From an optimization exercise on the open Yosys and OpenROAD flow, aimed at small area; shortcuts taken in it are not production practice.
Where RTL was checked, it was by simulation tests only, not by an equivalence proof against the original.
No functional check of the RTL was part of runs 2 to 8.
Power figures rest on the tool's default switching activity, not on a simulated workload.

==> flow/design.v <==
`default_nettype none
package rv32_pkg;
    localparam logic [6:0] OPC_OP     = 7'b0110011;
    localparam logic [6:0] OPC_OP_IMM = 7'b0010011;
    localparam logic [6:0] OPC_LUI    = 7'b0110111;
    localparam logic [6:0] OPC_AUIPC  = 7'b0010111;
    localparam logic [6:0] OPC_BRANCH = 7'b1100011;
    localparam logic [6:0] OPC_JAL    = 7'b1101111;
    localparam logic [6:0] OPC_JALR   = 7'b1100111;
endpackage
`default_nettype wire
`timescale 1ns/1ns
`default_nettype none
module rv32i_core #(
    parameter logic [31:0] RESET_PC = '0
) (
    input  logic             clk,
    input  logic             rst,
    output logic [31:0]      imem_addr,
    input  logic [31:0]      imem_data,
    output logic             wb_valid,
    output logic [4:0]       wb_rd,
    output logic [31:0]      wb_data
);
    logic [4:0] p;
    logic [1:0] fs;
    logic       clr;       
    logic       last;      
    assign last = &p;
    logic [31:0] ins;
    logic [2:0]  f3;
    logic [4:0]  rd;
    logic        is_op, is_opimm, is_lui, is_auipc, is_br, is_jal, is_jalr;
    logic        is_alu, is_shift, is_slt, writes, rdnz;
    assign ins      = imem_data;
    assign f3       = ins[14:12];
    assign rd       = ins[11:7];
    assign is_op    = ins[6:0] == rv32_pkg::OPC_OP;
    assign is_opimm = ins[6:0] == rv32_pkg::OPC_OP_IMM;
    assign is_lui   = ins[6:0] == rv32_pkg::OPC_LUI;
    assign is_auipc = ins[6:0] == rv32_pkg::OPC_AUIPC;
    assign is_br    = ins[6:0] == rv32_pkg::OPC_BRANCH;
    assign is_jal   = ins[6:0] == rv32_pkg::OPC_JAL;
    assign is_jalr  = ins[6:0] == rv32_pkg::OPC_JALR;
    assign is_alu   = is_op || is_opimm;
    assign is_shift = is_alu && f3[1:0] == 2'b01;
    assign is_slt   = is_alu && f3[2:1] == 2'b01;
    assign writes   = is_alu || is_lui || is_auipc || is_jal || is_jalr;
    assign rdnz     = rd != 5'd0;
    logic f_exec, f_cmp, f_copy, f_shift, f_wb, f_npc;
    always_comb begin
        f_exec  = 1'b0;
        f_cmp   = 1'b0;
        f_copy  = 1'b0;
        f_shift = 1'b0;
        f_wb    = 1'b0;
        f_npc   = 1'b0;
        if (!clr) begin
            if (is_shift) begin
                f_copy  = fs == 2'd0;
                f_shift = fs == 2'd1;
                f_wb    = fs == 2'd2;
                f_npc   = fs == 2'd3;
            end else if (is_slt) begin
                f_cmp   = fs == 2'd0;
                f_exec  = fs == 2'd1;
                f_npc   = fs == 2'd2;
            end else if (is_br) begin
                f_cmp   = fs == 2'd0;
                f_npc   = fs == 2'd1;
            end else begin
                f_exec  = fs == 2'd0;
                f_npc   = fs == 2'd1;
            end
        end
    end
    always_ff @(posedge clk) begin
        if (rst) begin
            p   <= 5'd0;
            fs  <= 2'd0;
            clr <= 1'b1;
        end else begin
            p <= p + 5'd1;
            if (last) begin
                clr <= 1'b0;
                fs  <= (clr || f_npc) ? 2'd0 : fs + 2'd1;
            end
        end
    end
    logic [31:0] rbit;        
    logic        rd_we;       
    logic        rd_in;       
    logic [3:0]  wsel_hi;     
    logic [7:0]  wsel_lo;     
    assign rbit[0] = 1'b0;
    always_comb begin
        for (int i = 0; i < 4; i++) wsel_hi[i] = clr || (rd_we && rd[4:3] == i[1:0]);
        for (int i = 0; i < 8; i++) wsel_lo[i] = clr || rd[2:0] == i[2:0];
    end
    for (genvar r = 1; r < 32; r++) begin : g_reg
        logic [31:0] ring;
        always_ff @(posedge clk) begin
            ring <= {(wsel_hi[r / 8] && wsel_lo[r % 8]) ? (rd_in && !clr) : ring[0],
                     ring[31:1]};
        end
        assign rbit[r] = ring[0];
    end
    logic [4:0] sel_a;
    logic       ra, rb;
    assign sel_a = (f_wb || (f_npc && is_jalr && rdnz)) ? rd : ins[19:15];
    assign ra    = rbit[sel_a];
    assign rb    = rbit[ins[24:20]];
    logic [31:1] pc;
    logic [31:0] pc_full;
    logic        pc_bit;
    logic        load;
    logic [31:0] bw;           
    logic        bw_in;
    logic [31:0] bw_next;
    assign pc_full = {pc, 1'b0};
    assign pc_bit  = pc_full[p];
    assign load    = (clr || f_npc) && last;
    assign bw_next = {bw_in, bw[31:1]};
    assign imem_addr = {load ? bw_next[31:1] : pc, 1'b0};
    always_ff @(posedge clk) begin
        pc <= imem_addr[31:1];
        bw <= bw_next;
    end
    logic fmt_i, fmt_u, fmt_b, fmt_j;
    logic imm;
    assign fmt_u = is_lui || is_auipc;
    assign fmt_b = is_br;
    assign fmt_j = is_jal;
    assign fmt_i = !(fmt_u || fmt_b || fmt_j);
    always_comb begin
        if (p == 5'd0) begin
            imm = fmt_i && ins[20];
        end else if (p <= 5'd4) begin
            imm = fmt_b ? ins[7 + p] : (!fmt_u && ins[20 + p]);
        end else if (p <= 5'd10) begin
            imm = !fmt_u && ins[20 + p];
        end else if (p == 5'd11) begin
            imm = fmt_b ? ins[7] : fmt_j ? ins[20] : (fmt_i && ins[31]);
        end else if (p <= 5'd19) begin
            imm = (fmt_u || fmt_j) ? ins[p] : ins[31];
        end else begin
            imm = fmt_u ? ins[p] : ins[31];
        end
    end
    logic use_pc, use_imm, sub;
    logic a, b, bx, cin, sum, cout;
    logic carry;
    logic neq;
    logic cond;
    logic take;
    assign use_pc  = is_auipc || (f_npc && (is_jal || is_br));
    assign use_imm = f_npc || !(is_op || is_br);
    assign sub     = f_cmp || (is_op && f3 == 3'b000 && ins[30]);
    assign a    = use_pc ? pc_bit : ra;
    assign b    = use_imm ? imm : rb;
    assign bx   = b ^ sub;
    assign cin  = (p == 5'd0) ? sub : carry;
    assign sum  = a ^ bx ^ cin;
    assign cout = (a & bx) | (a & cin) | (bx & cin);
    logic lt_s, lt_u, eq, cond_d;
    assign lt_u = !cout;
    assign lt_s = (a ^ b) ? a : !cout;
    assign eq   = !(neq || (a ^ b));
    always_comb begin
        case (f3)
            3'b000:  cond_d = is_br && eq;
            3'b001:  cond_d = is_br && !eq;
            3'b010:  cond_d = !is_br && lt_s;
            3'b011:  cond_d = !is_br && lt_u;
            3'b100:  cond_d = lt_s;
            3'b101:  cond_d = !lt_s;
            3'b110:  cond_d = lt_u;
            default: cond_d = !lt_u;
        endcase
    end
    always_ff @(posedge clk) begin
        carry <= cout;
        neq   <= (p != 5'd0 && neq) || (a ^ b);
        if (f_cmp && last) cond <= cond_d;
    end
    assign take = is_jal || is_jalr || (is_br && cond);
    logic icarry, icin, inc;
    assign icin = (p == 5'd2) || (p > 5'd2 && icarry);
    assign inc  = pc_bit ^ icin;
    always_ff @(posedge clk) icarry <= pc_bit && icin;
    logic [4:0] sh;
    logic       left, arith;
    logic [4:0] tap;
    logic       valid;
    logic       shres;
    logic       prev;
    assign left  = !f3[2];
    assign arith = ins[30];
    assign tap   = left ? (5'd0 - sh) : sh;
    assign valid = left ? (p >= sh) : ({1'b0, p} + {1'b0, sh} <= 6'd31);
    assign shres = valid ? bw[tap] : (!left && arith && prev);
    always_ff @(posedge clk) begin
        if (f_copy && p < 5'd5) sh <= {b, sh[4:1]};
        prev <= shres;
    end
    logic res;
    always_comb begin
        if (is_lui) begin
            res = b;
        end else if (is_auipc) begin
            res = sum;
        end else if (is_jal || is_jalr) begin
            res = inc;
        end else if (is_slt) begin
            res = (p == 5'd0) && cond;
        end else begin
            case (f3)
                3'b100:  res = a ^ b;
                3'b110:  res = a | b;
                3'b111:  res = a & b;
                default: res = sum;
            endcase
        end
    end
    always_comb begin
        rd_we = 1'b0;
        rd_in = res;
        bw_in = res;
        if (clr) begin
            bw_in = 1'b0;
        end else if (f_exec) begin
            rd_we = writes;
            if (is_jalr) rd_in = ra;
        end else if (f_copy) begin
            bw_in = ra;
        end else if (f_shift) begin
            rd_we = 1'b1;
            rd_in = shres;
            bw_in = bw[0];
        end else if (f_wb) begin
            bw_in = ra;
        end else if (f_npc) begin
            rd_we = is_jalr;
            rd_in = inc;
            bw_in = take ? sum : inc;
        end
    end
    assign wb_valid = (f_exec || f_wb) && last && writes && rdnz;
    assign wb_rd    = rd;
    assign wb_data  = bw_next;
endmodule
`default_nettype wire
==> flow/run.sh <==
#!/bin/bash
# synth_recipe.tcl (not shown) runs the flow's synth.tcl, then flattens the netlist and writes it again
# the make line also repeats each setting of config.mk as NAME=value (left out here)
make -C /OpenROAD-flow-scripts/flow DESIGN_CONFIG=/design/flow/config.mk WORK_HOME=/design/flow/orfs CLKGATE_MAP_FILE= SYNTH_SCRIPT=/design/flow/synth_recipe.tcl finish
==> flow/config.mk <==
export PLATFORM = sky130hd
export DESIGN_NAME = rv32i_core
export DESIGN_NICKNAME = rv32i_core
export VERILOG_FILES = /design/flow/design.v
export SDC_FILE = /design/flow/constraint.sdc
export NUM_CORES = 4
export LEC_CHECK = 0
export CAP_MARGIN = 20
export CORE_MARGIN = 2
export CORE_UTILIZATION = 40
export SLEW_MARGIN = 20
==> flow/constraint.sdc <==
create_clock -name core_clock -period 8.5 [get_ports {clk}]
set_input_delay 1.7000 -clock core_clock [delete_from_list [all_inputs] [get_ports {clk}]]
set_output_delay 1.7000 -clock core_clock [all_outputs]
set_load 0.01 [all_outputs]
==> results of run 1 <==
[synth_stat cells, drive strengths merged (3+ instances only)]
library cell / count / area share [%]
a211o: 3 / 0.10
a211oi: 6 / 0.17
a21o: 6 / 0.17
a21oi: 41 / 0.79
a31oi: 14 / 0.36
and2: 4 / 0.095
and3: 3 / 0.071
buf: 63 / 1.7
clkbuf: 15 / 0.21
dfxtp: 1067 / 81
edfxtp: 6 / 0.68
ha: 21 / 1.0
inv: 25 / 0.36
mux2: 45 / 1.9
mux2i: 28 / 1.1
mux4: 31 / 2.6
nand2: 78 / 1.1
nand2b: 10 / 0.24
nand3: 9 / 0.17
nand4: 4 / 0.095
nand4b: 3 / 0.10
nor2: 39 / 0.55
nor2b: 7 / 0.17
nor3: 16 / 0.34
nor3b: 6 / 0.17
o211ai: 6 / 0.17
o21a: 4 / 0.11
o21ai: 36 / 0.68
o22ai: 3 / 0.071
o311ai: 3 / 0.10
o31ai: 34 / 1.5
or3b: 3 / 0.10
xnor2: 4 / 0.13
[worst paths after layout]
| check | from | end | slack, ns | cells past startpoint |
|---|---|---|---|---|
| setup reg to reg | fs[1]$_SDFFE_PP0P_ | g_reg[31].ring[31]$_DFF_P_ | 2.36 | 25 |
| hold reg to reg | g_reg[11].ring[22]$_DFF_P_ | g_reg[11].ring[21]$_DFF_P_ | 0.32 | 0 |
| setup / recovery | imem_data[13] | imem_addr[31] | 0.29 | 22 |
| hold / removal | g_reg[11].ring[22]$_DFF_P_ | g_reg[11].ring[21]$_DFF_P_ | 0.32 | 0 |
[sequential cells by signal, summed over array words and instances (netlist names)]
name    count
bw         32
carry       1
clr         1
cond        1
fs          2
g.ring    992
icarry      1
neq         1
p           5
pc         31
prev        1
sh          5
[per-layer routing]
layer  GRT usage [%]  routed length [um]
met1            18.5               22200
met2            21.6               20500
met3            3.07                2060
met4            5.56                1370
met5               0                   0
[through the flow]
step                area (um2)  TNS [ns]  hold slack [ns]  instances
floorplan                26400         0            0.310       1690
global placement         28600    -0.490            0.310       2654
detailed placement       28600    -0.662            0.312       2654
CTS                      31900   -0.0372            0.320       2831
global route             32000         0            0.326       2836
finish                   32000         0            0.319       2838
[kinds of logic after synthesis]
logic type | count (synthesis) | share of synthesized area, %
multiplexers | 104 | 5.70
XOR/XNOR | 6 | 0.199
AND/OR/NAND/NOR | 197 | 3.82
flip-flops | 1073 | 81.6
adder cells (fa/ha/maj) | 23 | 1.11
other | 1 | 0.0142
buffers and inverters | 103 | 2.24
AO/OA/AOI/OAI | 183 | 5.30
[where the power goes]
| group | switching, mW | internal (mW) |
|---|---|---|
| sequential | 0.0120 | 5.04 |
| clock | 1.74 | 2.51 |
| combinational | 0.136 | 0.110 |
[layout make-up]
class                      count  area [um2]
antenna                        2        5.00
tap                          864        1080
sequential                  1073       21500
fill                        5557       33500
multi-input combinational    514        4380
inverter                      25        93.8
clock inverter                36         432
timing repair buffer         185        1680
clock buffer                 139        2800
[layout by cell type, fill, tap and decap left out, types with 5 or more instances in the layout]
| master | n |
|---|---|
| dfxtp_1 | 1066 |
| clkbuf_16 | 98 |
| clkdlybuf4s50_1 | 93 |
| buf_4 | 80 |
| nand2_1 | 76 |
| mux2_2 | 43 |
| a21oi_1 | 40 |
| nor2_1 | 38 |
| o21ai_0 | 34 |
| mux4_2 | 31 |
| o31ai_2 | 30 |
| mux2i_1 | 26 |
| inv_1 | 22 |
| clkbuf_1 | 22 |
| ha_1 | 21 |
| clkbuf_8 | 19 |
| clkinv_2 | 17 |
| nor3_1 | 14 |
| a31oi_1 | 13 |
| nand2b_1 | 10 |
| nand3_1 | 9 |
| nor2b_1 | 7 |
| bufinv_16 | 7 |
| dlymetal6s2s_1 | 7 |
| o211ai_1 | 6 |
| a21o_1 | 6 |
| edfxtp_1 | 6 |
| a211oi_1 | 5 |
| nor3b_1 | 5 |
[repair_timing]
action,CTS,global route
gates resized for setup,7,20
endpoints found under the setup margin,2,2
buffers inserted,2,5
pin swaps,4,11
==> results.cfg, run 1 <==
[outcome]
outcome = complete, no violations

[routing]
drtPass1Iterations = 5
wirelength_um = 46200
antenna_left = 0
avgRoutedWirePerCell_um = 16.3
drc_errors = 0
viasPerCell = 4.31
vias = 12200
drtIter0Drc = 518

[logic_synthesis]
synth_ff_type = dfxtp_1
synth_nets = 1746
ys.warnings.count = 1
ys_seq_elements = 1073
synthCells = 1690
synth_cell_types = 90
synth_edf_count = 6
async_reset_ff_share_pct = 0
synth_area_um2 = 26400
syn_avg_cell_area_um2 = 15.6
seq_area_frac_synth_pct = 81.6

[placement]
place_ws_ns = -0.363
place_congestion = 0.866
dp_hpwl_um = 30500
numPortBuffers = 102

[global_route]
grt_pass1_vias = 12400
grt_max_degree = 40
grt_pass1_wl_um = 71600
grt_usage_pct = 13.8
grt_remaining_overflow = 0
antenna_found_initial = 3

[cts]
worstSkewPairLatency_ns = 0.64
path_clk_slew_ns = 0.06
cts-htree-levels = 3
clock-sinks = 1073
cts_hold_buf = 0
cts_tree = yes
cts_buffer_depth = 3
cts_buffers = 95
cts_root_buffer = clkbuf_16

[setup_path]
crit_family = simple AND/OR/NAND/NOR gates
crit_top_cell = mux2i_1
cp_num_buf_inv = 4
startpoint_type = input pin
cp_cell_sequence = clkdlybuf4s50_1 > nand4bb_2 > nor3_4 > buf_4 > a21oi_4 > mux2_2 > mux2i_1 > a22o_1 > or4_4 > a41oi_2 > buf_6 > fa_1 > nor2b_1 > o21bai_1 > o221ai_1 > mux2i_1 > mux2i_1 > a31oi_1 > a21o_1 > o211a_4 > mux2_2 > clkbuf_2
required_ns = 6.80
end_kind = primary output
critical_path_class = in -> out
cp_data_arrival_time_ns = 6.51
crit_path_max_fanout = 5
max_stage_delay_ns = 0.53
slowest_stage = or4_4

[floorplan]
initial_core_util_pct = 40.3
io_pins = 104
core_region_area_um2 = 65500
die_h_um = 261
rows = 94
dieArea_um2 = 68100
die_w_um = 261

[power]
power_density_nw_per_um2 = 298
p_total_mw = 9.55
peakVddDrop_uv = 166
p_leak_nw = 12.8

[sta]
grt_setup_unrepaired = no
fin_ws_ns = 0.294
relSlewSlack_pct = 33.3
final-hold-violation-count = 0
drv_slew = 0
setup_violations = 0
finalCritPeriodShare_pct = 96.5
clock_skew_ns = 0.0168
max_freq_mhz = 122
period_needed_ns = 8.21
worst_slew_pin_slew_ns = 0.999

[flow_run]
cap_violations = 0

[final_layout]
syn_to_final_growth_pct = 21.2
nNetsFinal = 1950
drive_above_1_share_pct = 19.2
utilization_pct = 48.8

[min_path]
hold_path.class = reg -> reg
==> run 2, diff against run 1 <==
--- a/flow/design.v
+++ b/flow/design.v
@@ -23,7 +23,7 @@
     output logic [31:0]      wb_data
 );
     logic [4:0] p;
-    logic [1:0] fs;
+    logic [2:0] fs;
     logic       clr;       
     logic       last;      
     assign last = &p;
@@ -57,33 +57,33 @@
         f_npc   = 1'b0;
         if (!clr) begin
             if (is_shift) begin
-                f_copy  = fs == 2'd0;
-                f_shift = fs == 2'd1;
-                f_wb    = fs == 2'd2;
-                f_npc   = fs == 2'd3;
+                f_copy  = fs == 3'd1;
+                f_shift = fs == 3'd2;
+                f_wb    = fs == 3'd3;
+                f_npc   = fs == 3'd4;
             end else if (is_slt) begin
-                f_cmp   = fs == 2'd0;
-                f_exec  = fs == 2'd1;
-                f_npc   = fs == 2'd2;
+                f_cmp   = fs == 3'd1;
+                f_exec  = fs == 3'd2;
+                f_npc   = fs == 3'd3;
             end else if (is_br) begin
-                f_cmp   = fs == 2'd0;
-                f_npc   = fs == 2'd1;
+                f_cmp   = fs == 3'd1;
+                f_npc   = fs == 3'd2;
             end else begin
-                f_exec  = fs == 2'd0;
-                f_npc   = fs == 2'd1;
+                f_exec  = fs == 3'd1;
+                f_npc   = fs == 3'd2;
             end
         end
     end
     always_ff @(posedge clk) begin
         if (rst) begin
             p   <= 5'd0;
-            fs  <= 2'd0;
+            fs  <= 3'd0;
             clr <= 1'b1;
         end else begin
             p <= p + 5'd1;
             if (last) begin
                 clr <= 1'b0;
-                fs  <= (clr || f_npc) ? 2'd0 : fs + 2'd1;
+                fs  <= (clr || f_npc) ? 3'd0 : fs + 3'd1;
             end
         end
     end
@@ -121,9 +121,9 @@
     assign pc_bit  = pc_full[p];
     assign load    = (clr || f_npc) && last;
     assign bw_next = {bw_in, bw[31:1]};
-    assign imem_addr = {load ? bw_next[31:1] : pc, 1'b0};
-    always_ff @(posedge clk) begin
-        pc <= imem_addr[31:1];
+    assign imem_addr = {pc, 1'b0};
+    always_ff @(posedge clk) begin
+        if (load) pc <= bw_next[31:1];
         bw <= bw_next;
     end
     logic fmt_i, fmt_u, fmt_b, fmt_j;
@@ -245,8 +245,8 @@
             bw_in = take ? sum : inc;
         end
     end
-    assign wb_valid = (f_exec || f_wb) && last && writes && rdnz;
+    assign wb_valid = f_npc && p == 5'd0 && writes && rdnz;
     assign wb_rd    = rd;
-    assign wb_data  = bw_next;
+    assign wb_data  = bw;
 endmodule
 `default_nettype wire
--- a/flow/config.mk
+++ b/flow/config.mk
@@ -5,6 +5,7 @@
 export SDC_FILE = /design/flow/constraint.sdc
 export NUM_CORES = 4
 export LEC_CHECK = 0
+export ABC_AREA = 1
 export CAP_MARGIN = 20
 export CORE_MARGIN = 2
 export CORE_UTILIZATION = 40
==> results.cfg, run 2 <==
[sta]
fin_ws_ns = 1.61
final-hold-violation-count = 0
clock_skew_ns = 0.0246
setup_violations = 0
tns_ns = 0
worst_slew_pin_slew_ns = 0.897
drv_slew = 0
grt_setup_unrepaired = no
finalCritPeriodShare_pct = 81.0
relSlewSlack_pct = 39.7
max_freq_mhz = 145
period_needed_ns = 6.89

[logic_synthesis]
async_reset_ff_share_pct = 0
yosysMostFrequentCell = dfxtp_1
synth_area_um2 = 26000
synth_top_cells_by_count = 1037 x dfxtp_1, 207 x nand2_1, 117 x nor2_1, 96 x inv_1, 65 x nand3_1
syn_avg_cell_area_um2 = 14.0
synth.top_cell.area_share_pct = 79.9
synth_edf_count = 37
synth_nets = 1913
synth_largest_area_cell = dfxtp_1
synthCells = 1856
ys.warnings.count = 1
synth_ff_type = dfxtp_1
synth_area_leaders = dfxtp_1 80%, edfxtp_1 4.3%, nand2_1 3.0%
ys_seq_elements = 1074
synth_cell_types = 54
seq_area_frac_synth_pct = 84.1

[floorplan]
rows = 93
initial_core_util_pct = 40.4
dieArea_um2 = 67000
die_h_um = 259
die_w_um = 259
io_pins = 104
core_region_area_um2 = 64300

[global_route]
grt_pass1_wl_um = 72100
grt_pass1_vias = 12700
grt_usage_pct = 14.1
grt_max_degree = 32
antenna_found_initial = 2
grt_remaining_overflow = 0

[final_layout]
diodes = 0
layout_commonest_cell = dfxtp_1
fin_area_um2 = 31200
nNetsFinal = 2094
final_cell_mix = 1037 x dfxtp_1, 207 x nand2_1, 117 x nor2_1, 102 x clkdlybuf4s50_1, 95 x inv_1
largest_register_ffs = 992
syn_to_final_growth_pct = 20.0
top_register = g.ring
drive_above_1_share_pct = 10.8
top_regs = g.ring (992), bw (32), pc (31)

[flow_run]
cap_violations = 0

[cts]
postCtsSetupBuffers = 0
cts_hold_buf = 0
cts_tree = yes
cts-htree-levels = 3
cts_root_buffer = clkbuf_16
path_clk_slew_ns = 0.06
cts_buffers = 93
cts_buffer_depth = 3
clock-sinks = 1074
worstSkewPairLatency_ns = 0.65
cts_resized = 0

[outcome]
outcome = complete, no violations

[setup_path]
required_ns = 9.00
crit_path_max_fanout = 19
max_stage_delay_ns = 0.55
startpoint_type = input pin
slowest_stage = nand2_2
end_kind = register
ff2ff_path_depth = 27
critical_path_class = in -> reg
cp_data_arrival_time_ns = 7.39

[placement]
numPortBuffers = 102
dp_hpwl_um = 31400
place_congestion = 0.882
place_ws_ns = 1.00
place_area_um2 = 28000

[routing]
viasPerCell = 4.29
antenna_left = 0
avgRoutedWirePerCell_um = 15.8
wirelength_um = 46800
drc_errors = 0
vias = 12800
drtIter0Drc = 814
drtPass1Iterations = 5

[min_path]
holdPathStages = 0
hold_path.class = reg -> reg

[power]
power_density_nw_per_um2 = 304
peakVddDrop_uv = 246
p_leak_nw = 12.6
run 2: changes by cell type after synthesis, moves of 10 or more:
cell / delta
nand2_1: +130
nand2b_1: -10
mux2_2: -37
nand3_1: +56
nor2_1: +78
mux2i_1: -26
o21ai_0: +18
dfxtp_1: -30
edfxtp_1: +31
a21oi_4: +18
mux4_2: -31
inv_1: +74
o31ai_2: -30
buf_4: -31
run 2: layout make-up:
type / instances / area, um2
Fill cell: 5480 / 33200
Sequential cell: 1074 / 21900
Multi-Input combinational cell: 649 / 3560
Clock buffer: 130 / 2630
Timing Repair Buffer: 116 / 1130
Tap cell: 855 / 1070
Clock inverter: 44 / 556
Inverter: 103 / 387
run 2: kinds of logic after synthesis:
group	count (synthesis)	synth area share (%)
flip-flops	1074	84.1
AND/OR/NAND/NOR	431	7.15
AO/OA/AOI/OAI	186	5.05
buffers and inverters	133	2.18
adder cells (fa/ha/maj)	23	1.14
multiplexers	5	0.217
XOR/XNOR	3	0.101
other	1	0.0144
run 2: power by group:
group | leakage, nW | internal, mW | total (mW) | switching (mW)
clock network | 1.56 | 2.42 | 4.22 | 1.80
registers | 8.68 | 5.06 | 5.07 | 0.00443
logic | 2.35 | 0.0651 | 0.192 | 0.126
run 2: final timing paths:
| check | start | endpoint | slack, ns |
|---|---|---|---|
| max | imem_data[7] | g_reg[31].ring[31]$_DFF_P_ | 1.61 |
| min | g_reg[31].ring[25]$_DFF_P_ | g_reg[31].ring[24]$_DFF_P_ | 0.32 |
| max reg2reg | p[2]$_SDFF_PP0_ | g_reg[31].ring[31]$_DFF_P_ | 2.63 |
| min reg2reg | g_reg[31].ring[25]$_DFF_P_ | g_reg[31].ring[24]$_DFF_P_ | 0.32 |
run 2: critical path: cells and delay by family:
kind / cells / cell delay [ns]
simple gates: 14 / 2.66
buf+inv: 5 / 1.23
fa+ha+maj: 1 / 0.47
compound gates: 9 / 1.29
run 2: metal layers:
| metal | global-route usage, % | share of wire (%) | up-vias |
|---|---|---|---|
| met5 | 0 | 0.026 | - |
| met2 | 19.8 | 41 | 307 |
| met4 | 5.76 | 2.8 | 2 |
| met1 | 20.9 | 51 | 6025 |
| li1 | - | - | 6330 |
| met3 | 3.37 | 5.7 | 90 |
run 2: per-stage QoR:
step                      cells  utilization [%]  hold slack (ns)  power, mW
final                      2971             48.5            0.317       9.48
after global routing       2971             48.5            0.326       9.82
after CTS                  2971             48.5            0.321       9.61
after detailed placement   2797             43.5            0.312       5.37
after global placement     2797             43.5            0.309       5.37
after floorplan            1856                -            0.310       5.29
==> run 3, diff against run 2 <==
--- a/flow/config.mk
+++ b/flow/config.mk
@@ -5,7 +5,6 @@
 export SDC_FILE = /design/flow/constraint.sdc
 export NUM_CORES = 4
 export LEC_CHECK = 0
-export ABC_AREA = 1
 export CAP_MARGIN = 20
 export CORE_MARGIN = 2
 export CORE_UTILIZATION = 40
==> results.cfg, run 3 <==
[placement]
place_congestion = 0.827
dp_hpwl_um = 31800
numPortBuffers = 102
placed_cells = 2622
place_area_um2 = 28400
place_ws_ns = 0.598

[sta]
finalCritPeriodShare_pct = 85.7
clock_skew_ns = 0.0449
final-hold-violation-count = 0
fin_ws_ns = 1.22
tns_ns = 0
drv_slew = 0
period_needed_ns = 7.28
hold_slack_ns = 0.289
max_freq_mhz = 137
grt_setup_unrepaired = no
worst_slew_pin_slew_ns = 0.990
relSlewSlack_pct = 33.8
setup_violations = 0

[logic_synthesis]
async_reset_ff_share_pct = 0
seq_area_frac_synth_pct = 82.9
synth.top_cell.area_share_pct = 78.7
synthCells = 1689
synth_top_cells_by_count = 1037 x dfxtp_1, 58 x o21ai_0, 48 x nand2_1, 47 x nor2_1, 38 x nand3_1
synth_largest_area_cell = dfxtp_1
synth_cell_types = 88
synth_nets = 1746
synth_area_um2 = 26400
yosysMostFrequentCell = dfxtp_1
ys.warnings.count = 1
synth_ff_type = dfxtp_1
ys_seq_elements = 1074
synth_area_leaders = dfxtp_1 79%, edfxtp_1 4.2%, mux4_2 2.1%
synth_edf_count = 37
syn_avg_cell_area_um2 = 15.6

[setup_path]
end_kind = register
crit_top_cell = o311ai_4
cp_cell_sequence = clkdlybuf4s50_1 > nand3b_1 > a2111o_1 > o311ai_4 > nor2_1 > a41o_1 > o41ai_2 > o32ai_2 > mux2_2 > fa_1 > nor2b_1 > o21ai_0 > o2111ai_1 > nand3_1 > o211ai_1 > o32ai_1 > a21oi_1 > o311ai_4 > buf_4 > o41ai_1
cp_num_buf_inv = 2
slowest_stage = clkdlybuf4s50_1
max_stage_delay_ns = 0.74
startpoint_type = input pin
critical_path_class = in -> reg
cp_data_arrival_time_ns = 7.80
required_ns = 9.02
crit_path_max_fanout = 31
crit_family = compound AO/OA/AOI/OAI gates

[flow_run]
cap_violations = 0

[floorplan]
die_h_um = 261
die_w_um = 261
initial_core_util_pct = 40.3
core_region_area_um2 = 65500
rows = 94
io_pins = 104
dieArea_um2 = 68000

[final_layout]
layout_commonest_cell = dfxtp_1
layout.area.seq_um2 = 21900
top_register = g.ring
top_regs = g.ring (992), bw (32), pc (31)
fin_area_um2 = 31700
drive_above_1_share_pct = 13.0
nNetsFinal = 1914
largest_register_ffs = 992
fillers = 5492
syn_to_final_growth_pct = 20.3
final_cells = 2802
final_cell_mix = 1037 x dfxtp_1, 102 x clkdlybuf4s50_1, 97 x clkbuf_16, 58 x o21ai_0, 48 x nand2_1
utilization_pct = 48.5
multi_input_area_um2 = 4150

[routing]
drtIter0Drc = 776
antenna_left = 0
drtPass1Iterations = 5
vias = 12700
drc_errors = 0
viasPerCell = 4.53
avgRoutedWirePerCell_um = 17.3
wirelength_um = 48600

[outcome]
outcome = complete, no violations

[power]
seqPwrFrac_pct = 52.4
clock_power_share_pct = 45.1
power_density_nw_per_um2 = 304
p_total_mw = 9.66
p_leak_nw = 12.3
power.internal_mw = 7.71
pwr-share-comb_pct = 2.5
switching_share_pct = 20.2
switching_power_mw = 1.95
peakVddDrop_uv = 187

[cts]
cts_hold_buf = 0
postCtsSetupBuffers = 0
clock-sinks = 1074
cts_root_buffer = clkbuf_16
worstSkewPairLatency_ns = 0.65
cts_buffers = 97
cts_buffer_depth = 3
path_clk_slew_ns = 0.07
cts_tree = yes
cts_resized = 0
cts-htree-levels = 3

[global_route]
grt_remaining_overflow = 0
grt_pass1_vias = 12800
grt_pass1_wl_um = 74400
grt_max_degree = 32
grt_usage_pct = 14.3
antenna_found_initial = 0

[min_path]
hold_path.class = reg -> reg
## run 3: cell count changes after synthesis, sizes merged, moves of 18 or more
cell	previous run	this run
clkbuf	11	29
inv	100	28
nand3	69	38
o41ai	0	30
a21oi	74	25
mux2i	0	25
mux4	0	25
nand2	215	49
nor2	123	47
## run 3: logic make-up (layout without fill, tap and decap cells)
kind of cell / after synthesis / after routing / share of synthesized area, %
other cells: 1 / 4 / 0.0142
fa+ha+maj: 23 / 23 / 1.12
mux: 64 / 64 / 3.68
compound gates: 218 / 218 / 6.35
buf+inv: 85 / 331 / 1.53
flops: 1074 / 1074 / 82.9
xor+xnor: 5 / 5 / 0.166
simple gates: 219 / 219 / 4.25
## run 3: power by group through the flow
| stage | clock network [mW] | registers (mW) | logic (mW) |
|---|---|---|---|
| finish | 4.36 | 5.07 | 0.237 |
| global route | 4.70 | 5.06 | 0.258 |
| CTS | 4.49 | 5.06 | 0.239 |
| detailed placement | 0 | 5.18 | 0.238 |
| global placement | 0 | 5.18 | 0.239 |
| floorplan | 0 | 5.18 | 0.148 |
## run 3: worst paths after layout
kind / to / slack, ns / cells after the start / startpoint
setup / recovery: g_reg[14].ring[31]$_DFF_P_ / 1.22 / 20 / imem_data[5]
hold / removal: g_reg[13].ring[13]$_DFF_P_ / 0.29 / 0 / g_reg[13].ring[14]$_DFF_P_
setup reg to reg: g_reg[14].ring[31]$_DFF_P_ / 2.43 / 21 / fs[0]$_SDFFE_PP0P_
hold reg to reg: g_reg[13].ring[13]$_DFF_P_ / 0.29 / 0 / g_reg[13].ring[14]$_DFF_P_
## run 3: layout make-up
class / instances / share of cell area (%)
timing repair buffer: 125 / 3.76
multi-input combinational: 530 / 13.1
sequential: 1074 / 68.9
inverter: 29 / 0.343
antenna: 3 / 0.0236
clock inverter: 42 / 1.75
clock buffer: 135 / 8.76
tap: 864 / 3.41
## run 3: per-layer routing
layer | up-vias | global-route usage, % | part of all wire, %
met5 | - | 0 | 0
met4 | 0 | 4.67 | 2.3
met3 | 83 | 3.29 | 4.8
met2 | 328 | 22.8 | 45
met1 | 6139 | 19.4 | 48
li1 | 6153 | - | -
==> run 4, diff against run 3 <==
==> flow/flow/run.sh (new file) <==
#!/bin/bash
# Standard layout, CTS without dummy loads and with smaller clock buffers
export CTS_ARGS="-sink_clustering_enable -repair_clock_nets -dont_use_dummy_load -buf_list {sky130_fd_sc_hd__clkbuf_4 sky130_fd_sc_hd__clkbuf_8}"
bash standard.sh > standard.log 2>&1
==> flow/standard.sh (new file) <==
#!/bin/bash
# synth_recipe.tcl (not shown) runs the flow's synth.tcl, then flattens the netlist and writes it again
# the make line also repeats each setting of config.mk as NAME=value (left out here)
make -C /OpenROAD-flow-scripts/flow DESIGN_CONFIG=/design/flow/config.mk WORK_HOME=/design/flow/orfs CLKGATE_MAP_FILE= SYNTH_SCRIPT=/design/flow/synth_recipe.tcl "${@:-finish}"
--- a/flow/config.mk
+++ b/flow/config.mk
@@ -5,6 +5,7 @@
 export SDC_FILE = /design/flow/constraint.sdc
 export NUM_CORES = 4
 export LEC_CHECK = 0
+export ABC_AREA = 1
 export CAP_MARGIN = 20
 export CORE_MARGIN = 2
 export CORE_UTILIZATION = 40
removed: flow/run.sh
==> results.cfg, run 4 <==
[cts]
cts_root_buffer = clkbuf_8
cts-htree-levels = 4
cts_tree = yes
path_clk_slew_ns = 0.06
worstSkewPairLatency_ns = 0.74
clock-sinks = 1074
postCtsSetupBuffers = 0
cts_buffers = 153
cts_hold_buf = 0
cts_resized = 0
cts_buffer_depth = 3

[setup_path]
critical_path_class = in -> reg
crit_top_cell = nand3_1
cp_data_arrival_time_ns = 7.39
required_ns = 9.07
max_stage_delay_ns = 0.76
startpoint_type = input pin
crit_family = simple AND/OR/NAND/NOR gates
ff2ff_path_depth = 27
end_kind = register
r2r_end = g_reg[31].ring[31]$_DFF_P_
reg2reg_slack_ns = 2.63
slowest_stage = clkdlybuf4s50_1
cp_num_buf_inv = 6
crit_path_max_fanout = 19
worstReg2RegStart = p[2]$_SDFF_PP0_

[logic_synthesis]
synth_cell_types = 54
synth_edf_count = 37
synth.top_cell.area_share_pct = 79.9
syn_avg_cell_area_um2 = 14.0
synth_ff_type = dfxtp_1
seq_area_frac_synth_pct = 84.1
yosysMostFrequentCell = dfxtp_1
synthCells = 1856
async_reset_ff_share_pct = 0
synth_area_leaders = dfxtp_1 80%, edfxtp_1 4.3%, nand2_1 3.0%
ys.warnings.count = 1
synth_largest_area_cell = dfxtp_1
synth_area_um2 = 26000
ys_seq_elements = 1074
synth_top_cells_by_count = 1037 x dfxtp_1, 207 x nand2_1, 117 x nor2_1, 96 x inv_1, 65 x nand3_1
synth_nets = 1913

[global_route]
grt_max_degree = 32
grt_usage_pct = 14.5
grt_remaining_overflow = 0
grt_pass1_vias = 13100
antenna_found_initial = 3
grt_pass1_wl_um = 73100

[final_layout]
final_cell_mix = 1037 x dfxtp_1, 207 x nand2_1, 153 x clkbuf_8, 117 x nor2_1, 102 x clkdlybuf4s50_1
top_regs = g.ring (992), bw (32), pc (31)
largest_register_ffs = 992
drive_above_1_share_pct = 10.9
layout.area.seq_um2 = 21900
layout_commonest_cell = dfxtp_1
multi_input_area_um2 = 3560
fillers = 5627
syn_to_final_growth_pct = 15.9
top_register = g.ring
nNetsFinal = 2154

[routing]
antenna_left = 0
drc_errors = 0
vias = 12900
drtIter0Drc = 815
viasPerCell = 4.39
drtPass1Iterations = 5
wirelength_um = 47400
avgRoutedWirePerCell_um = 16.1

[power]
peakVddDrop_uv = 202
p_total_mw = 8.41
power_density_nw_per_um2 = 279
p_leak_nw = 12.1

[floorplan]
dieArea_um2 = 67000
core_region_area_um2 = 64300
rows = 93
die_w_um = 259
io_pins = 104
die_h_um = 259
initial_core_util_pct = 40.4

[sta]
setup_violations = 0
grt_setup_unrepaired = no
fin_ws_ns = 1.68
relSlewSlack_pct = 42.2
worst_slew_pin_slew_ns = 0.860
tns_ns = 0
drv_slew = 0
finalCritPeriodShare_pct = 80.2
hold_slack_ns = 0.271
period_needed_ns = 6.82
final-hold-violation-count = 0
clock_skew_ns = 0.0654
max_freq_mhz = 147

[placement]
place_ws_ns = 1.00
numPortBuffers = 102
place_congestion = 0.882
dp_hpwl_um = 31400

[min_path]
holdPathStages = 0
worstHoldEndpoint = g_reg[28].ring[7]$_DFF_P_
hold_path_startpoint = g_reg[28].ring[8]$_DFF_P_
hold_path.class = reg -> reg

[flow_run]
cap_violations = 0

[outcome]
outcome = complete, no violations
-- run 4: cell count changes in the layout (fill, tap and decap cells not counted), moves of 18 or more --
cell and delta:
inv_1 +67, nor2_1 +71, a21oi_1 +22, a21oi_4 +18
nand3_1 +27, nand2_1 +159, mux2i_1 -25, clkbuf_16 -97
mux4_2 -25, clkbuf_8 +132
-- run 4: logic make-up (layout without fill, tap and decap cells) --
logic type / Yosys count / in the layout / synth area share, %
xor gates and xnor gates: 3 / 3 / 0.101
muxes: 5 / 5 / 0.217
DFF: 1074 / 1074 / 84.1
adders and majority gates: 23 / 23 / 1.14
and+or+nand+nor: 431 / 431 / 7.15
buffers and inverters: 133 / 372 / 2.18
AOI/OAI and AO/OA: 186 / 186 / 5.05
other: 1 / 2 / 0.0144
-- run 4: worst register-to-register path: cells and delay by family (launching register included) --
| kind | cells | cell delay, ns |
|---|---|---|
| buf+inv | 7 | 1.20 |
| simple gates | 8 | 1.68 |
| flops | 1 | 0.53 |
| compound gates | 11 | 1.82 |
| fa+ha+maj | 1 | 0.47 |
-- run 4: metrics by stage --
| stage | instance area [um2] | utilization (%) | cells |
|---|---|---|---|
| 3_3_place_gp | 28000 | 43.5 | 2797 |
| 5_1_grt | 30100 | 46.8 | 2951 |
| 3_5_place_dp | 28000 | 43.5 | 2797 |
| 6_report | 30100 | 46.8 | 2951 |
| 4_1_cts | 30100 | 46.8 | 2950 |
| 2_1_floorplan | 26000 | - | 1856 |
-- run 4: where the power goes --
group	switching, mW	internal [mW]
logic	0.126	0.0651
registers	0.00445	5.07
clock network	1.56	1.58
total	1.70	6.72
-- run 4: worst max path at each step --
stage | from | end | slack (ns) | cells past startpoint
after floorplan | imem_data[13] | g_reg[19].ring[31]$_DFF_P_ | 3.23 | 32
after global placement | imem_data[13] | g_reg[31].ring[31]$_DFF_P_ | 1.10 | 30
after detailed placement | imem_data[13] | g_reg[31].ring[31]$_DFF_P_ | 1.00 | 32
after CTS | imem_data[13] | g_reg[31].ring[31]$_DFF_P_ | 1.79 | 30
after global routing | imem_data[13] | g_reg[31].ring[31]$_DFF_P_ | 1.15 | 32
final | imem_data[13] | g_reg[31].ring[31]$_DFF_P_ | 1.68 | 30
-- run 4: metal layers --
layer  global-route usage, %  part of all wire [%]  routed length (um)
met3                    4.24                   6.3                2980
met1                    20.7                    50               23700
met2                    19.8                    41               19300
met5                       0                 0.027                  13
met4                    7.26                   3.0                1440
-- run 4: cell type report --
class,count,share of cell area (%)
clock buffer,153,6.99
multi-input combinational,649,11.8
antenna,1,0.00831
timing repair buffer,116,3.74
tap,855,3.55
inverter,103,1.28
sequential,1074,72.6
==> run 5, diff against run 4 <==
==> flow/flow/run.sh (replaced) <==
#!/bin/bash
# Standard layout, CTS without dummy loads, small clock buffers, small port buffers
export CTS_ARGS="-sink_clustering_enable -repair_clock_nets -dont_use_dummy_load -buf_list {sky130_fd_sc_hd__clkbuf_4 sky130_fd_sc_hd__clkbuf_8}"
export BUFFER_PORTS_ARGS="-buffer_cell sky130_fd_sc_hd__buf_1"
bash standard.sh > standard.log 2>&1
==> results.cfg, run 5 <==
[outcome]
outcome = complete, no violations

[cts]
cts_hold_buf = 0
worstSkewPairLatency_ns = 0.78
cts_buffers = 153
cts_resized = 0
clock-sinks = 1074
cts_tree = yes
cts-htree-levels = 4
postCtsSetupBuffers = 0
cts_buffer_depth = 3
cts_root_buffer = clkbuf_8
path_clk_slew_ns = 0.06

[logic_synthesis]
async_reset_ff_share_pct = 0
synth_nets = 1913
synth_ff_type = dfxtp_1
synth_edf_count = 37
synth_cell_types = 54
synth_area_leaders = dfxtp_1 80%, edfxtp_1 4.3%, nand2_1 3.0%
ys.warnings.count = 1
yosysMostFrequentCell = dfxtp_1
ys_seq_elements = 1074
synth_top_cells_by_count = 1037 x dfxtp_1, 207 x nand2_1, 117 x nor2_1, 96 x inv_1, 65 x nand3_1
synth.top_cell.area_share_pct = 79.9
synth_largest_area_cell = dfxtp_1
syn_avg_cell_area_um2 = 14.0
seq_area_frac_synth_pct = 84.1
synth_area_um2 = 26000
synthCells = 1856

[sta]
hold_slack_ns = 0.258
tns_ns = 0
grt_setup_unrepaired = no
clock_skew_ns = 0.0705
relSlewSlack_pct = 27.7
max_freq_mhz = 157
setup_violations = 0
worst_slew_pin_slew_ns = 1.08
final-hold-violation-count = 0
period_needed_ns = 6.37
finalCritPeriodShare_pct = 74.9
drv_slew = 0

[floorplan]
die_h_um = 259
io_pins = 104
die_w_um = 259
dieArea_um2 = 67000
initial_core_util_pct = 40.4
rows = 93
core_region_area_um2 = 64300

[global_route]
grt_remaining_overflow = 0
grt_usage_pct = 14.5
grt_pass1_vias = 13000
grt_max_degree = 30
grt_pass1_wl_um = 72900
antenna_found_initial = 5

[final_layout]
top_register = g.ring
final_cell_mix = 1037 x dfxtp_1, 207 x nand2_1, 153 x clkbuf_8, 117 x nor2_1, 102 x buf_1
fillers = 5731
nNetsFinal = 2151
largest_register_ffs = 992
layout_commonest_cell = dfxtp_1
drive_above_1_share_pct = 10.8
syn_to_final_growth_pct = 13.4
top_regs = g.ring (992), bw (32), pc (31)

[setup_path]
cp_num_buf_inv = 6
crit_path_max_fanout = 23
r2r_end = g_reg[31].ring[31]$_DFF_P_
crit_end = g_reg[31].ring[31]$_DFF_P_
max_stage_delay_ns = 0.54
cp-startpoint = imem_data[13]
crit_family = simple AND/OR/NAND/NOR gates
critical_path_class = in -> reg
ff2ff_path_depth = 28
worstReg2RegStart = p[2]$_SDFF_PP0_
crit_top_cell = nand2_1
end_kind = register
startpoint_type = input pin
required_ns = 9.16
cp_data_arrival_time_ns = 7.03
reg2reg_slack_ns = 2.85
slowest_stage = fa_1
cp_num_cells = 32

[routing]
viasPerCell = 4.39
wirelength_um = 46800
drtIter0Drc = 777
antenna_left = 0
drtPass1Iterations = 5
avgRoutedWirePerCell_um = 15.9
vias = 12900
drc_errors = 0

[placement]
place_congestion = 0.878
dp_hpwl_um = 31100
numPortBuffers = 102

[power]
peakVddDrop_uv = 165
power_density_nw_per_um2 = 284
p_leak_nw = 11.9

[min_path]
holdPathStages = 0
hold_path.class = reg -> reg

[flow_run]
cap_violations = 0
-- run 5: cell counts after synthesis --
No cell type changed its count.
-- run 5: worst min-delay path by stage --
stage	slack, ns	end	from
2_1_floorplan	0.31	g_reg[10].ring[0]$_DFF_P_	g_reg[10].ring[1]$_DFF_P_
6_report	0.26	g_reg[27].ring[6]$_DFF_P_	g_reg[27].ring[7]$_DFF_P_
4_1_cts	0.25	g_reg[27].ring[8]$_DFF_P_	g_reg[27].ring[9]$_DFF_P_
3_3_place_gp	0.31	g_reg[18].ring[17]$_DFF_P_	g_reg[18].ring[18]$_DFF_P_
5_1_grt	0.24	g_reg[27].ring[6]$_DFF_P_	g_reg[27].ring[7]$_DFF_P_
3_5_place_dp	0.31	g_reg[12].ring[24]$_DFF_P_	g_reg[12].ring[25]$_DFF_P_
-- run 5: stage by stage --
stage / util (%) / instance area, um2 / worst slack [ns] / std cells / total power [mW]
after floorplan: - / 26000 / 3.23 / 1856 / 5.29
after global placement: 42.5 / 27400 / 1.54 / 2793 / 5.35
after detailed placement: 42.5 / 27400 / 1.42 / 2794 / 5.35
after CTS: 45.8 / 29500 / 2.23 / 2947 / 8.53
after global routing: 45.8 / 29500 / 1.67 / 2949 / 8.75
final: 45.8 / 29500 / 2.13 / 2949 / 8.39
-- run 5: worst register-to-register path, delay by kind of cell (launching register included) --
family	cells	cell delay, ns
compound gates	9	1.72
buf+inv	6	0.93
simple gates	12	1.80
fa+ha+maj	1	0.54
flops	1	0.55
-- run 5: kinds of logic (layout without fill, tap and decap cells) --
family / after synthesis / after routing / share of synthesized area (%)
XOR/XNOR: 3 / 3 / 0.101
AO/OA/AOI/OAI: 186 / 186 / 5.05
flip-flops: 1074 / 1074 / 84.1
other: 1 / 3 / 0.0144
multiplexers: 5 / 5 / 0.217
buffers and inverters: 133 / 369 / 2.18
AND/OR/NAND/NOR: 431 / 431 / 7.15
adder cells (fa/ha/maj): 23 / 23 / 1.14
-- run 5: cell type report --
cell class                      instances  area, um2  area share, %
Sequential cell                      1074      21900           74.2
Inverter                              103        387           1.31
Clock buffer                          153       2110           7.14
Tap cell                              855       1070           3.63
Timing Repair Buffer                  113        485           1.65
Antenna cell                            2       5.00         0.0170
Multi-Input combinational cell        649       3560           12.1
-- run 5: report_power, final --
part	total, mW	internal, mW	switching [mW]	leakage, nW
clock	3.14	1.58	1.56	1.10
combinational	0.170	0.0516	0.119	2.09
sequential	5.07	5.07	0.00476	8.68
total	8.39	6.70	1.68	11.9
-- run 5: layer usage --
metal	share of wire (%)	up-vias	global-route usage, %
met4	3.3	6	7.55
met1	50	6094	20.5
met2	40	361	19.5
met5	0.083	-	0
li1	-	6349	-
met3	6.3	129	4.78
==> run 6, diff against run 5 <==
==> flow/flow/run.sh (replaced) <==
#!/bin/bash
# Standard layout, with CTS told not to add dummy loads
cat standard.sh > standard_sh_copy.log
export CTS_ARGS="-sink_clustering_enable -repair_clock_nets -dont_use_dummy_load"
bash standard.sh > standard.log 2>&1
==> results.cfg, run 6 <==
[outcome]
outcome = complete, no violations

[routing]
top_layer = met5
drtPass1Iterations = 5
viasPerCell = 4.39
vias = 12700
drtIter0Drc = 887
wl_met2_um = 18900
met3_length_um = 2590
avgRoutedWirePerCell_um = 16.1
met1_length_um = 23700
drc_errors = 0
antenna_left = 0
wirelength_um = 46700

[final_layout]
fillers = 5575
layout_commonest_cell = dfxtp_1
utilization_pct = 47.2
fin_area_um2 = 30300
syn_to_final_growth_pct = 16.7
largest_register_ffs = 992
top_register = g.ring
top_regs = g.ring (992), bw (32), pc (31)
nNetsFinal = 2094
drive_above_1_share_pct = 8.30
final_cells = 2891
final_cell_mix = 1037 x dfxtp_1, 207 x nand2_1, 117 x nor2_1, 102 x clkdlybuf4s50_1, 95 x inv_1

[placement]
place_area_um2 = 28000
place_congestion = 0.882
placed_cells = 2797
dp_hpwl_um = 31400
numPortBuffers = 102

[global_route]
antenna_found_initial = 2
grt_pass1_vias = 12600
grt_usage_pct = 14.1
grt_max_degree = 32
grt_remaining_overflow = 0
grt_pass1_wl_um = 71600

[flow_run]
cap_violations = 0

[logic_synthesis]
syn_avg_cell_area_um2 = 14.0
synth_top_family_by_area = simple AND/OR/NAND/NOR gates
synth_largest_area_cell = dfxtp_1
async_reset_ff_share_pct = 0
synth-xor-area-share_pct = 0.101
synth_ff_type = dfxtp_1
ys.warnings.count = 1
synth_cell_types = 54
seq_area_frac_synth_pct = 84.1
synth_top_cells_by_count = 1037 x dfxtp_1, 207 x nand2_1, 117 x nor2_1, 96 x inv_1, 65 x nand3_1
synth_nets = 1913
synth_area_leaders = dfxtp_1 80%, edfxtp_1 4.3%, nand2_1 3.0%
synth.top_cell.area_share_pct = 79.9
yosysMostFrequentCell = dfxtp_1
ys_seq_elements = 1074
synthCells = 1856
synthSimpleGateAreaFrac_pct = 7.15
synth_edf_count = 37
synth_area_um2 = 26000
synth_compound_area_share_pct = 5.05
synth-adder-area-share_pct = 1.14
synth.mux.area_fraction_pct = 0.217

[setup_path]
crit_family = simple AND/OR/NAND/NOR gates
cp-startpoint = imem_data[7]
crit_end = g_reg[31].ring[31]$_DFF_P_
reg2reg_slack_ns = 2.63
required_ns = 8.99
critical_path_class = in -> reg
cp_num_cells = 29
end_kind = register
ff2ff_path_depth = 27
cp_num_buf_inv = 5
cp_data_arrival_time_ns = 7.41
worstReg2RegStart = p[2]$_SDFF_PP0_
crit_path_max_fanout = 19
max_stage_delay_ns = 0.56
startpoint_type = input pin
slowest_stage = nand2_2
r2r_end = g_reg[31].ring[31]$_DFF_P_

[sta]
final-hold-violation-count = 0
max_freq_mhz = 144
relSlewSlack_pct = 40.4
hold_slack_ns = 0.301
clock_skew_ns = 0.0710
worst_slew_pin_slew_ns = 0.888
period_needed_ns = 6.92
setup_violations = 0
tns_ns = 0
drv_slew = 0
finalCritPeriodShare_pct = 81.5
grt_setup_unrepaired = no

[cts]
clock-sinks = 1074
postCtsSetupBuffers = 0
cts_hold_buf = 0
cts_resized = 0
cts_buffers = 93
cts_tree = yes
cts_buffer_depth = 3
cts_root_buffer = clkbuf_16
path_clk_slew_ns = 0.06
worstSkewPairLatency_ns = 0.65
cts-htree-levels = 3

[floorplan]
initial_core_util_pct = 40.4
rows = 93
die_h_um = 259
die_w_um = 259
dieArea_um2 = 67000
io_pins = 104
core_region_area_um2 = 64300

[power]
peakVddDrop_uv = 177
p_leak_nw = 12.2
power_density_nw_per_um2 = 288

[min_path]
hold_path.class = reg -> reg
==> run 6: cell counts after synthesis <==
No cell type changed its count.
==> run 6: report_power, final <==
group	switching [mW]	internal (mW)	total, mW	leakage, nW
registers	0.00446	5.06	5.07	8.68
logic	0.127	0.0651	0.192	2.35
clock network	1.56	1.91	3.47	1.15
total	1.69	7.04	8.73	12.2
==> run 6: layout make-up <==
cell class | instances | area [um2] | share of cell area, %
repair buffers | 116 | 1130 | 3.71
flip-flops and latches | 1074 | 21900 | 72.1
inverters | 103 | 387 | 1.27
diodes | 1 | 2.50 | 0.00825
multi-input cells | 649 | 3560 | 11.7
clock buffers | 93 | 2330 | 7.67
well taps | 855 | 1070 | 3.53
==> run 6: kinds of logic (layout without fill, tap and decap cells) <==
group | Yosys count | in the layout
compound gates | 186 | 186
xor+xnor | 3 | 3
fa+ha+maj | 23 | 23
buf+inv | 133 | 312
flops | 1074 | 1074
mux | 5 | 5
other cells | 1 | 2
simple gates | 431 | 431
==> run 6: how the worst min path moves through the flow <==
stage                                     startpoint                    endpoint  slack (ns)  cells after the start
after floorplan            g_reg[10].ring[1]$_DFF_P_   g_reg[10].ring[0]$_DFF_P_        0.31                      0
after global placement    g_reg[31].ring[26]$_DFF_P_  g_reg[31].ring[25]$_DFF_P_        0.31                      0
after detailed placement  g_reg[11].ring[26]$_DFF_P_  g_reg[11].ring[25]$_DFF_P_        0.31                      0
after CTS                  g_reg[3].ring[16]$_DFF_P_   g_reg[3].ring[15]$_DFF_P_        0.30                      0
after global routing      g_reg[28].ring[13]$_DFF_P_  g_reg[28].ring[12]$_DFF_P_        0.30                      0
final                      g_reg[29].ring[4]$_DFF_P_   g_reg[29].ring[3]$_DFF_P_        0.30                      0
==> run 6: stage by stage <==
stage | worst slack (ns) | power, mW
2_1_floorplan | 3.23 | 5.29
3_3_place_gp | 1.10 | 5.37
4_1_cts | 1.66 | 8.85
6_report | 1.58 | 8.73
3_5_place_dp | 1.00 | 5.37
5_1_grt | 1.03 | 9.05
==> run 6: per-layer routing <==
| layer | track usage (%) | vias up |
|---|---|---|
| met5 | 0 | - |
| li1 | - | 6250 |
| met3 | 3.30 | 108 |
| met2 | 19.7 | 290 |
| met4 | 5.76 | 2 |
| met1 | 20.8 | 6042 |
==> run 7, diff against run 6 <==
==> flow/flow/run.sh (replaced) <==
#!/bin/bash
# Standard layout; CTS with large sink clusters, no dummy loads; small port buffers
export CTS_ARGS="-sink_clustering_enable -repair_clock_nets -dont_use_dummy_load -sink_clustering_size 32 -sink_clustering_max_diameter 60 -buf_list {sky130_fd_sc_hd__clkbuf_16}"
export BUFFER_PORTS_ARGS="-buffer_cell sky130_fd_sc_hd__buf_1"
bash standard.sh > standard.log 2>&1
==> results.cfg, run 7 <==
[global_route]
grt_remaining_overflow = 0
grt_pass1_vias = 11900
grt_pass1_wl_um = 69500
grt_usage_pct = 13.5
grt_max_degree = 33
antenna_found_initial = 3

[sta]
relSlewSlack_pct = 25.6
setup_violations = 0
grt_setup_unrepaired = no
clock_skew_ns = 0.0944
finalCritPeriodShare_pct = 77.7
worst_slew_pin_slew_ns = 1.11
max_freq_mhz = 151
drv_slew = 0
period_needed_ns = 6.60
tns_ns = 0
fin_ws_ns = 1.90
final-hold-violation-count = 0

[placement]
place_congestion = 0.878
numPortBuffers = 102
dp_hpwl_um = 31100
place_ws_ns = 1.42

[setup_path]
crit_family = simple AND/OR/NAND/NOR gates
cp_num_buf_inv = 6
worstReg2RegStart = p[2]$_SDFF_PP0_
crit_path_max_fanout = 23
r2r_end = g_reg[1].ring[31]$_DFF_P_
max_stage_delay_ns = 0.54
cp_num_cells = 32
reg2reg_slack_ns = 2.80
required_ns = 9.00
cp-startpoint = imem_data[13]
end_kind = register
startpoint_type = input pin
crit_top_cell = nand2_1
cp_data_arrival_time_ns = 7.10
ff2ff_path_depth = 28
slowest_stage = fa_1
critical_path_class = in -> reg

[cts]
cts_hold_buf = 0
path_clk_slew_ns = 0.10
cts_buffers = 48
cts-htree-levels = 2
cts_root_buffer = clkbuf_16
cts_resized = 0
worstSkewPairLatency_ns = 0.62
cts_tree = yes
clock-sinks = 1074
postCtsSetupBuffers = 0
cts_buffer_depth = 3

[routing]
viasPerCell = 4.34
avgRoutedWirePerCell_um = 15.9
drtIter0Drc = 810
drtPass1Iterations = 5
drc_errors = 0
vias = 12300
wirelength_um = 45200
antenna_left = 0

[logic_synthesis]
yosysMostFrequentCell = dfxtp_1
async_reset_ff_share_pct = 0
synth_edf_count = 37
seq_area_frac_synth_pct = 84.1
synth_largest_area_cell = dfxtp_1
synth.top_cell.area_share_pct = 79.9
synth_cell_types = 54
synth_area_um2 = 26000
ys.warnings.count = 1
synth_top_cells_by_count = 1037 x dfxtp_1, 207 x nand2_1, 117 x nor2_1, 96 x inv_1, 65 x nand3_1
synth_area_leaders = dfxtp_1 80%, edfxtp_1 4.3%, nand2_1 3.0%
ys_seq_elements = 1074
synthCells = 1856
synth_ff_type = dfxtp_1
synth_nets = 1913
syn_avg_cell_area_um2 = 14.0

[min_path]
hold_path.class = reg -> reg
hold_path_startpoint = g_reg[20].ring[19]$_DFF_P_
worstHoldEndpoint = g_reg[20].ring[18]$_DFF_P_
holdPathStages = 0

[flow_run]
cap_violations = 0

[final_layout]
largest_register_ffs = 992
utilization_pct = 44.4
layout_commonest_cell = dfxtp_1
syn_to_final_growth_pct = 9.95
top_register = g.ring
top_regs = g.ring (992), bw (32), pc (31)
drive_above_1_share_pct = 6.04
nNetsFinal = 2046
final_cell_mix = 1037 x dfxtp_1, 207 x nand2_1, 117 x nor2_1, 102 x buf_1, 96 x inv_1

[power]
pwr-share-comb_pct = 2.2
peakVddDrop_uv = 161
switching_power_mw = 1.50
clock_power_share_pct = 31.3
power.internal_mw = 6.12
p_leak_nw = 11.4
power_density_nw_per_um2 = 267
p_total_mw = 7.62
switching_share_pct = 19.6
seqPwrFrac_pct = 66.5

[floorplan]
dieArea_um2 = 67000
io_pins = 104
core_region_area_um2 = 64300
rows = 93
die_w_um = 259
die_h_um = 259
initial_core_util_pct = 40.4

[outcome]
outcome = complete, no violations
-- run 7: worst register-to-register path, delay by kind of cell (launching register included) --
kind            cells  cell delay [ns]
flops               1             0.57
simple gates       12             1.79
compound gates      9             1.74
buf+inv             6             0.93
fa+ha+maj           1             0.54
-- run 7: power groups by stage --
stage	combinational [mW]	sequential, mW	clock (mW)
final	0.170	5.06	2.38
after global routing	0.190	5.07	2.65
after CTS	0.171	5.06	2.47
after detailed placement	0.170	5.18	0
after global placement	0.169	5.18	0
after floorplan	0.109	5.18	0
-- run 7: final cells by class --
class	instances	area [um2]
Antenna cell	1	2.50
Multi-Input combinational cell	649	3560
Timing Repair Buffer	113	485
Fill cell	5760	35800
Clock buffer	48	1200
Sequential cell	1074	21900
Tap cell	855	1070
Inverter	103	387
-- run 7: worst max-delay path by stage --
stage	to	slack, ns
2_1_floorplan	g_reg[19].ring[31]$_DFF_P_	3.23
3_3_place_gp	g_reg[31].ring[31]$_DFF_P_	1.54
3_5_place_dp	g_reg[5].ring[31]$_DFF_P_	1.42
4_1_cts	g_reg[1].ring[31]$_DFF_P_	1.99
5_1_grt	g_reg[1].ring[31]$_DFF_P_	1.47
6_report	g_reg[1].ring[31]$_DFF_P_	1.90
-- run 7: per-layer routing --
metal  GRT usage [%]  wire length, um
met1            20.6            23500
met2            18.8            18100
met3            3.10             2390
met4            4.64             1230
met5               0               34
-- run 7: through the flow --
step                hold WS, ns  cell area (um2)  cells
floorplan                 0.310            26000   1856
global placement          0.310            27400   2793
detailed placement        0.312            27400   2794
CTS                       0.277            28600   2842
global route              0.272            28600   2842
finish                    0.276            28600   2843
-- run 7: cell families after synthesis --
group,count (synthesis),synth area share (%)
compound gates,186,5.05
mux,5,0.217
simple gates,431,7.15
flops,1074,84.1
buf+inv,133,2.18
other cells,1,0.0144
xor+xnor,3,0.101
fa+ha+maj,23,1.14
==> run 8, diff against run 7 <==
==> flow/flow/run.sh (replaced) <==
#!/bin/bash
# Standard layout; CTS with large sink clusters, no dummy loads; small port buffers
export CTS_ARGS="-sink_clustering_enable -repair_clock_nets -dont_use_dummy_load -sink_clustering_size 28 -sink_clustering_max_diameter 100 -buf_list {sky130_fd_sc_hd__clkbuf_16}"
export BUFFER_PORTS_ARGS="-buffer_cell sky130_fd_sc_hd__buf_1"
bash standard.sh > standard.log 2>&1
==> results.cfg, run 8 <==
[flow_run]
cap_violations = 0

[global_route]
met2_usage_pct = 19.1
grt_remaining_overflow = 0
use_met1_pct = 20.4
busiest_layer = met1
grt_pass1_wl_um = 69700
grt_max_degree = 30
antenna_found_initial = 3
met3_usage_pct = 3.10
grt_pass1_vias = 12000
grt_usage_pct = 13.5

[logic_synthesis]
async_reset_ff_share_pct = 0
ys_seq_elements = 1074
ys.warnings.count = 1
synth.top_cell.area_share_pct = 79.9
synth_ff_type = dfxtp_1
seq_area_frac_synth_pct = 84.1
yosysMostFrequentCell = dfxtp_1
synth_area_leaders = dfxtp_1 80%, edfxtp_1 4.3%, nand2_1 3.0%
synth_top_cells_by_count = 1037 x dfxtp_1, 207 x nand2_1, 117 x nor2_1, 96 x inv_1, 65 x nand3_1
synth_cell_types = 54
syn_avg_cell_area_um2 = 14.0
synth_area_um2 = 26000
synth_nets = 1913
synth_largest_area_cell = dfxtp_1
synth_edf_count = 37
synthCells = 1856

[cts]
cts_hold_buf = 0
cts_resized = 0
worstSkewPairLatency_ns = 0.63
cts_root_buffer = clkbuf_16
postCtsSetupBuffers = 0
cts_tree = yes
path_clk_slew_ns = 0.10
cts_buffer_depth = 3
clock-sinks = 1074
cts_buffers = 46
cts-htree-levels = 2

[final_layout]
syn_to_final_growth_pct = 9.74
largest_register_ffs = 992
fillers = 5781
top_regs = g.ring (992), bw (32), pc (31)
nNetsFinal = 2044
final_cells = 2840
drive_above_1_share_pct = 5.94
final_cell_mix = 1037 x dfxtp_1, 207 x nand2_1, 117 x nor2_1, 102 x buf_1, 96 x inv_1
multi_input_area_um2 = 3560
top_register = g.ring
layout.area.seq_um2 = 21900
layout_commonest_cell = dfxtp_1
diodes = 0

[power]
power.internal_mw = 6.08
p_leak_nw = 11.3
seqPwrFrac_pct = 67.0
switching_share_pct = 19.6
pwr-share-comb_pct = 2.2
power_density_nw_per_um2 = 265
switching_power_mw = 1.48
clock_power_share_pct = 30.8
peakVddDrop_uv = 195

[floorplan]
initial_core_util_pct = 40.4
die_w_um = 259
io_pins = 104
die_h_um = 259
dieArea_um2 = 67000
rows = 93
core_region_area_um2 = 64300

[setup_path]
cp_data_arrival_time_ns = 7.08
required_ns = 9.00
cp_num_buf_inv = 6
slowest_stage = fa_1
r2r_end = g_reg[1].ring[31]$_DFF_P_
worstReg2RegStart = p[2]$_SDFF_PP0_
crit_path_max_fanout = 23
crit_top_cell = nand2_1
reg2reg_slack_ns = 2.81
critical_path_class = in -> reg
crit_family = simple AND/OR/NAND/NOR gates
max_stage_delay_ns = 0.54
end_kind = register
ff2ff_path_depth = 28
startpoint_type = input pin

[min_path]
hold_path_startpoint = g_reg[22].ring[29]$_DFF_P_
hold_path.class = reg -> reg
holdPathStages = 0
worstHoldEndpoint = g_reg[22].ring[28]$_DFF_P_

[routing]
viasPerCell = 4.34
avgRoutedWirePerCell_um = 15.9
drtIter0Drc = 821
drtPass1Iterations = 5
drc_errors = 0
antenna_left = 0
wirelength_um = 45100
vias = 12300

[sta]
grt_setup_unrepaired = no
relSlewSlack_pct = 27.4
max_freq_mhz = 152
drv_slew = 0
period_needed_ns = 6.58
setup_violations = 0
hold_slack_ns = 0.286
clock_skew_ns = 0.116
finalCritPeriodShare_pct = 77.4
tns_ns = 0
final-hold-violation-count = 0
worst_slew_pin_slew_ns = 1.08

[outcome]
outcome = complete, no violations

[placement]
placed_cells = 2794
dp_hpwl_um = 31100
place_congestion = 0.878
numPortBuffers = 102
run 8: cell counts after synthesis:
Identical to the previous run, type by type.
run 8: worst max-delay path by stage:
stage	endpoint	depth (start not counted)	startpoint	slack [ns]
4_1_cts	g_reg[1].ring[31]$_DFF_P_	32	imem_data[13]	2.00
3_3_place_gp	g_reg[31].ring[31]$_DFF_P_	32	imem_data[13]	1.54
6_report	g_reg[1].ring[31]$_DFF_P_	32	imem_data[13]	1.92
2_1_floorplan	g_reg[19].ring[31]$_DFF_P_	32	imem_data[13]	3.23
3_5_place_dp	g_reg[5].ring[31]$_DFF_P_	32	imem_data[13]	1.42
5_1_grt	g_reg[3].ring[31]$_DFF_P_	32	imem_data[13]	1.46
run 8: kinds of logic (layout without fill, tap and decap cells):
logic type,Yosys count,count (layout),synth area share [%]
flip-flops,1074,1074,84.1
AND/OR/NAND/NOR,431,431,7.15
AO/OA/AOI/OAI,186,186,5.05
buffers and inverters,133,262,2.18
adder cells (fa/ha/maj),23,23,1.14
multiplexers,5,5,0.217
XOR/XNOR,3,3,0.101
other,1,1,0.0144
run 8: worst register-to-register path: cells and delay by family, from the launching register on:
kind | cells | cell delay [ns]
compound gates | 9 | 1.70
fa+ha+maj | 1 | 0.54
buf+inv | 6 | 0.93
flops | 1 | 0.57
simple gates | 12 | 1.79
run 8: through the flow:
step                      total power [mW]  util [%]  setup slack [ns]  cell area (um2)
final                                 7.56      44.3              1.92            28500
after global routing                  7.86      44.3              1.46            28500
after CTS                             7.66      44.3              2.00            28500
after detailed placement              5.35      42.5              1.42            27400
after global placement                5.35      42.5              1.54            27400
after floorplan                       5.29         -              3.23            26000
run 8: cell type report:
type | instances | share of cell area (%)
well taps | 855 | 3.75
multi-input cells | 649 | 12.5
repair buffers | 113 | 1.70
inverters | 103 | 1.36
clock buffers | 46 | 4.04
flip-flops and latches | 1074 | 76.7
run 8: power groups by stage:
stage	registers (mW)	clock network, mW	logic, mW
floorplan	5.18	0	0.109
global placement	5.18	0	0.169
detailed placement	5.18	0	0.170
CTS	5.06	2.42	0.171
global route	5.06	2.60	0.190
finish	5.06	2.33	0.170
run 8: routing by layer:
metal | part of all wire, % | up-vias
met5 | 0.075 | -
met4 | 2.5 | 6
met3 | 5.3 | 81
met2 | 40 | 243
met1 | 52 | 5859
li1 | - | 6146

==> what the ideal ports hide <==
No port has a modelled driver above. Below, the same layouts with a new extraction and two added sets of constraints.
Step 1 assumes that a clkbuf_16 drives the clock port and a buf_2 every other input.
Step 2, shift: input delay + t, output delay - t, t = (earliest + latest rising clock arrival at the registers) / 2. This alone moves slack from input paths to output paths.
a / b / c = no drivers / after step 1 / after step 2; a / b = the first two.
run	t, ns	setup WS [ns]	hold slack, ns	worst register clock-pin slew, ns	cell pins on the clock port's net
run 1	0.683	0.294 / 0.260 / 0.260	0.319 / 0.319 / 0.319	0.07 / 0.07	1
run 2	0.697	1.614 / 1.627 / 0.930	0.317 / 0.317 / 0.317	0.07 / 0.07	1
run 3	0.685	1.218 / 1.236 / 0.551	0.289 / 0.289 / 0.289	0.07 / 0.07	1
run 4	0.775	1.684 / 1.674 / 0.899	0.271 / 0.271 / 0.271	0.06 / 0.06	1
run 5	0.786	2.131 / 2.133 / 1.347	0.258 / 0.258 / 0.258	0.06 / 0.06	1
run 6	0.673	1.575 / 1.601 / 0.928	0.301 / 0.301 / 0.301	0.06 / 0.06	1
run 7	0.634	1.899 / 1.907 / 1.273	0.276 / 0.276 / 0.276	0.11 / 0.11	1
run 8	0.627	1.920 / 1.926 / 1.299	0.286 / 0.286 / 0.286	0.11 / 0.11	1
After both steps every run listed still meets setup and hold. For run 4, which loses most, drivers alone change the setup slack by -0.010 ns; drivers and shift together by -0.785 ns.
